From an optimization exercise on the open Yosys and OpenROAD flow, aimed at small area and a short achievable clock period; shortcuts taken in it are not production practice. Where RTL was checked, it was by simulation tests only, not by an equivalence proof against the original. No activity file was given, so power comes from the tool's default toggle rates.

Design melody_player, start of the top module:
module melody_player #(
    parameter int  NOTES    = 32,
    parameter int  HP_W     = 20,
    parameter int  DUR_W    = 16,
    parameter int  TICK_DIV = 16,
    parameter int  GAP_W    = 16,
    localparam int AW       = $clog2(NOTES)
) (
    input  logic             clk,
    input  logic             rst_n,
    input  logic             enable,
    input  logic             mode_loop,
    input  logic             octave_down,
    input  logic [AW:0]      seq_len,
    input  logic [GAP_W-1:0] gap_ticks,
    input  logic             wr_en,
    input  logic [AW-1:0]    wr_addr,
    input  logic [HP_W-1:0]  wr_half,
    input  logic [DUR_W-1:0] wr_dur,
    output logic             tone,
    output logic             busy,
    output logic [AW-1:0]    step,
    output logic             done
);
Settings: LEC_CHECK=0, CAP_MARGIN=20, CORE_MARGIN=2, CORE_UTILIZATION=40, CTS_BUF_LIST=sky130_fd_sc_hd__clkbuf_8, CTS_CLUSTER_DIAMETER=60, CTS_CLUSTER_SIZE=16, SETUP_SLACK_MARGIN=3.5, SLEW_MARGIN=20, SYNTH_HIERARCHICAL=1, SYNTH_MINIMUM_KEEP_SIZE=0; clock period 6.0 ns.
standard.sh (not shown) runs the stock make flow with config.mk's settings and CLKGATE_MAP_FILE= SYNTH_SCRIPT=/design/flow/synth_recipe.tcl, a recipe that flattens the netlist after the stock synthesis.
==> flow/flow/run.sh <==
#!/bin/bash
# Layout flow: the standard ORFS flow (standard.sh) with two changes:
#  - buffer_ports makes the port buffers of plain buffers (buf_2) rather than
#    the delay cells it picks by default;
#  - the half and full adder cells join the platform's DONT_USE_CELLS, so
#    synthesis leaves adders as plain gates for abc (ORFS's own behaviour when
#    those cells are on the list) and no later step places them.
# The make output goes to flow_standard.log; ORFS's own logs are under orfs/logs.
set -euo pipefail
export BUFFER_PORTS_ARGS="-buffer_cell sky130_fd_sc_hd__buf_2"
PLATFORM_DONT_USE="sky130_fd_sc_hd__probe_p_8 sky130_fd_sc_hd__probec_p_8 sky130_fd_sc_hd__lpflow_bleeder_1 sky130_fd_sc_hd__lpflow_clkbufkapwr_1 sky130_fd_sc_hd__lpflow_clkbufkapwr_16 sky130_fd_sc_hd__lpflow_clkbufkapwr_2 sky130_fd_sc_hd__lpflow_clkbufkapwr_4 sky130_fd_sc_hd__lpflow_clkbufkapwr_8 sky130_fd_sc_hd__lpflow_clkinvkapwr_1 sky130_fd_sc_hd__lpflow_clkinvkapwr_16 sky130_fd_sc_hd__lpflow_clkinvkapwr_2 sky130_fd_sc_hd__lpflow_clkinvkapwr_4 sky130_fd_sc_hd__lpflow_clkinvkapwr_8 sky130_fd_sc_hd__lpflow_decapkapwr_12 sky130_fd_sc_hd__lpflow_decapkapwr_3 sky130_fd_sc_hd__lpflow_decapkapwr_4 sky130_fd_sc_hd__lpflow_decapkapwr_6 sky130_fd_sc_hd__lpflow_decapkapwr_8 sky130_fd_sc_hd__lpflow_inputiso0n_1 sky130_fd_sc_hd__lpflow_inputiso0p_1 sky130_fd_sc_hd__lpflow_inputiso1n_1 sky130_fd_sc_hd__lpflow_inputiso1p_1 sky130_fd_sc_hd__lpflow_inputisolatch_1 sky130_fd_sc_hd__lpflow_isobufsrc_1 sky130_fd_sc_hd__lpflow_isobufsrc_16 sky130_fd_sc_hd__lpflow_isobufsrc_2 sky130_fd_sc_hd__lpflow_isobufsrc_4 sky130_fd_sc_hd__lpflow_isobufsrc_8 sky130_fd_sc_hd__lpflow_isobufsrckapwr_16 sky130_fd_sc_hd__lpflow_lsbuf_lh_hl_isowell_tap_1 sky130_fd_sc_hd__lpflow_lsbuf_lh_hl_isowell_tap_2 sky130_fd_sc_hd__lpflow_lsbuf_lh_hl_isowell_tap_4 sky130_fd_sc_hd__lpflow_lsbuf_lh_isowell_4 sky130_fd_sc_hd__lpflow_lsbuf_lh_isowell_tap_1 sky130_fd_sc_hd__lpflow_lsbuf_lh_isowell_tap_2 sky130_fd_sc_hd__lpflow_lsbuf_lh_isowell_tap_4"
ADDERS="sky130_fd_sc_hd__ha_1 sky130_fd_sc_hd__ha_2 sky130_fd_sc_hd__ha_4 sky130_fd_sc_hd__fa_1 sky130_fd_sc_hd__fa_2 sky130_fd_sc_hd__fa_4"
bash standard.sh "DONT_USE_CELLS=$PLATFORM_DONT_USE $ADDERS" finish > flow_standard.log 2>&1
Next try:
--- a/flow/design.v
+++ b/flow/design.v
@@ -369,33 +369,17 @@
             assign bb = rb[gp-1][gi];
             melody_player_rcell ca (.s(hit_a[gp]), .sn(!hit_a[gp]), .a(wi), .b(ba), .y(ya));
             melody_player_rcell cb (.s(hit_b[gp]), .sn(!hit_b[gp]), .a(wi), .b(bb), .y(yb));
             assign na[gp][gi] = ya;
             assign nb[gp][gi] = yb;
         end
     end
     always_ff @(posedge clk) begin
-        case (q)
-            4'd0:  q <= 4'd1;
-            4'd1:  q <= 4'd2;
-            4'd2:  q <= 4'd3;
-            4'd3:  q <= 4'd4;
-            4'd4:  q <= 4'd5;
-            4'd5:  q <= 4'd6;
-            4'd6:  q <= 4'd7;
-            4'd7:  q <= 4'd8;
-            4'd8:  q <= 4'd9;
-            4'd9:  q <= 4'd10;
-            4'd10: q <= 4'd11;
-            4'd11: q <= 4'd12;
-            4'd12: q <= 4'd13;
-            4'd13: q <= 4'd14;
-            default: q <= 4'd0;
-        endcase
+        q <= (q >= 4'd14) ? 4'd0 : q + 4'd1;
         ra <= na;
         rb <= nb;
     end
     logic [3:0] tap_l;
     assign tap_l = ~q;
     logic             busy_r, gap_r, hold_r;
     logic [AW-1:0]    step_r;
     logic             tone_r, done_r;
After rerunning: Utilization decreases by 0.74 points. Count of clock-buffer cells in the layout increases by 4. Via count hardly moves. Fmax stays flat. Critical path depth decreases by 7.
Only the layout flow was run in the second run of this note; the RTL was not checked for function there.

* * *

before:
melody_player, a different RTL version from the one above (not shown whole).
For scale: roughly 3500 cells after synthesis, roughly 1400 flip-flops, roughly 77 I/O pins.
==> flow/config.mk <==
export PLATFORM = sky130hd
export DESIGN_NAME = melody_player
export DESIGN_NICKNAME = melody_player
export VERILOG_FILES = /design/flow/design.v
export SDC_FILE = /design/flow/constraint.sdc
export NUM_CORES = 4
export LEC_CHECK = 0
export CAP_MARGIN = 20
export CORE_MARGIN = 2
export CORE_UTILIZATION = 40
export CTS_CLUSTER_DIAMETER = 80
export CTS_CLUSTER_SIZE = 24
export SETUP_SLACK_MARGIN = 3.5
export SLEW_MARGIN = 20
export SYNTH_HIERARCHICAL = 1
export SYNTH_MINIMUM_KEEP_SIZE = 0
==> flow/constraint.sdc <==
create_clock -name core_clock -period 6.0 [get_ports {clk}]
set_input_delay 1.2000 -clock core_clock [delete_from_list [all_inputs] [get_ports {clk}]]
set_output_delay 1.2000 -clock core_clock [all_outputs]
set_load 0.01 [all_outputs]
Scripts as last shown in full above: flow/flow/run.sh
Edits applied to the flow inputs when going from before to after:
-- flow/design.v --
<<< before, line 44
    localparam int MW = HP_W + DUR_W;
    localparam int RL = 15;
    logic [MW-1:0] wd;
    assign wd = {wr_half, wr_dur};
    logic [MW-1:0] mem0, mem16;
    always_ff @(posedge clk) begin
>>> after, line 44
    localparam int MW = HP_W + DUR_W;
    localparam int RL = 15;
    logic [HP_W-1:0] hm_in;
    always_comb begin
        for (int i = 0; i < HP_W; i++)
            hm_in[i] = wr_half[i] ^ ~(|(wr_half & HP_W'((1 << i) - 1)));
    end
    logic [MW-1:0] wd;
    assign wd = {hm_in, wr_dur};
    logic [MW-1:0] mem0, mem16;
    always_ff @(posedge clk) begin
<<< before, line 367
    logic             rest;      
    logic [DUR_W-1:0] cnt;       
    logic [GAP_W-1:0] gcnt;      
    logic [MW-1:0]    pn;        
    logic [AW-1:0] tgt;       
>>> after, line 372
    logic             rest;      
    logic [DUR_W-1:0] cnt;       
    logic [MW-1:0]    pn;        
    logic [AW-1:0] tgt;       
<<< before, line 389
    assign adv      = !(&step_r) && ({1'b0, tgt} < seq_len);
    assign gap_nz   = (gap_ticks != '0);
    assign gap_done = (gcnt >= gap_ticks);
    logic [MW-1:0]    ent;
    logic [HP_W-1:0]  ent_hm;
>>> after, line 393
    assign adv      = !(&step_r) && ({1'b0, tgt} < seq_len);
    assign gap_nz   = (gap_ticks != '0);
    assign gap_done = (cnt >= gap_ticks);
    logic [MW-1:0]    ent;
    logic [HP_W-1:0]  ent_hm;
<<< before, line 397
    assign ent_hm  = ent[MW-1:DUR_W];
    assign ent_dur = ent[DUR_W-1:0];
    assign ent_h   = octave_down ? {ent_hm, 1'b0} : {1'b0, ent_hm};
    logic load;
    assign load = !playing || step_end;
    logic hz;
    assign hz = (hcnt == hreload);
    logic pn_rest, m0_rest;
    assign pn_rest = ~|pn[MW-1:DUR_W];
    assign m0_rest = ~|mem0[MW-1:DUR_W];
    always_ff @(posedge clk) begin
        presc <= busy_r ? presc + PW'(1) : '0;
>>> after, line 401
    assign ent_hm  = ent[MW-1:DUR_W];
    assign ent_dur = ent[DUR_W-1:0];
    assign ent_h   = octave_down ? {ent_hm, 1'b1} : {1'b0, ent_hm};
    logic load;
    assign load = !playing || step_end;
    logic hz;
    assign hz = (hcnt == '0);
    always_ff @(posedge clk) begin
        presc <= busy_r ? presc + PW'(1) : '0;
<<< before, line 410
        if (load) begin
            hreload <= ent_h;
            hcnt    <= (HP_W+1)'(1);
            rest    <= (playing && adv) ? pn_rest : m0_rest;
        end else begin
            hcnt    <= hz ? (HP_W+1)'(1) : hcnt + (HP_W+1)'(1);
        end
        if (load)
            cnt <= ent_dur;
        else if (tick)
            cnt <= cnt - DUR_W'(1);
        if (!gap_r)
            gcnt <= GAP_W'(1);
        else if (tick)
            gcnt <= gcnt + GAP_W'(1);
        gap_r <= busy_r ? (gap_r ? !(tick && gap_done) : (step_end && !adv && mode_loop && gap_nz))
                        : 1'b0;
>>> after, line 411
        if (load) begin
            hreload <= ent_h;
            hcnt    <= ent_h;
            rest    <= &ent_hm;
        end else begin
            hcnt    <= hz ? hreload : hcnt - (HP_W+1)'(1);
        end
        if (playing) begin
            if (step_end)
                cnt <= (!adv && mode_loop && gap_nz) ? DUR_W'(1) : ent_dur;
            else if (tick)
                cnt <= cnt - DUR_W'(1);
        end else if (gap_r && busy_r) begin
            if (tick)
                cnt <= gap_done ? ent_dur : cnt + DUR_W'(1);
        end else begin
            cnt <= ent_dur;
        end
        gap_r <= busy_r ? (gap_r ? !(tick && gap_done) : (step_end && !adv && mode_loop && gap_nz))
                        : 1'b0;
Results
- after | stages: all done | timing, DRC, antenna: all pass
- Combinational group share of total power in after is 0.8 points above before.
- In the reports for before and after, the larger sequential cell count belongs to before.
- [after] cell count after synthesis rose 78 relative to before
- after improves on before in internal power.
- The part of the cycle the worst path needs in after was lower than what before gave.
- Delta (after minus before): area taken by multi-input logic gates went up; total power density per cell area went down; die area went up; met3 track demand over resource in global routing did not really move; fraction of standard cell area that is sequential went down.
- Routed wire in after totals more than in before.
- Via count grows by a few percent when moving from before to after.
No functional check of the RTL was part of before.

## static timing again, ports no longer ideal
The flow's constraints put no driver on any port. The routed layouts listed below were extracted and timed again, unchanged, in two steps.
Step 1: set_driving_cell puts a clkbuf_16 on clk and a buf_2 on each other input, an assumption about the parent block.
Step 2 times the ports against the registers' clock, not the clock port: input delays grow and output delays shrink by t, the midpoint of the rising clock arrivals with the driver on.
a / b / c = no drivers / after step 1 / after step 2; a / b = the first two.
run	shift t [ns]	slack for setup (ns)	worst hold slack (ns)	slew at the worst register clock pin (ns)
the first run of note 1	0.845	3.462 / 3.412 / 2.653	0.382 / 0.382 / 0.382	0.11 / 0.11
the second run of note 1	0.828	3.463 / 3.393 / 2.779	0.384 / 0.384 / 0.384	0.11 / 0.11
before	0.714	3.076 / 3.100 / 2.386	0.403 / 0.381 / 0.403	0.10 / 0.10
after	0.712	3.307 / 3.332 / 2.621	0.407 / 0.407 / 0.407	0.10 / 0.10
After both steps every run listed still meets setup and hold. For the first run of note 1, which loses most, drivers alone change the setup slack by -0.050 ns; drivers and shift together by -0.809 ns.
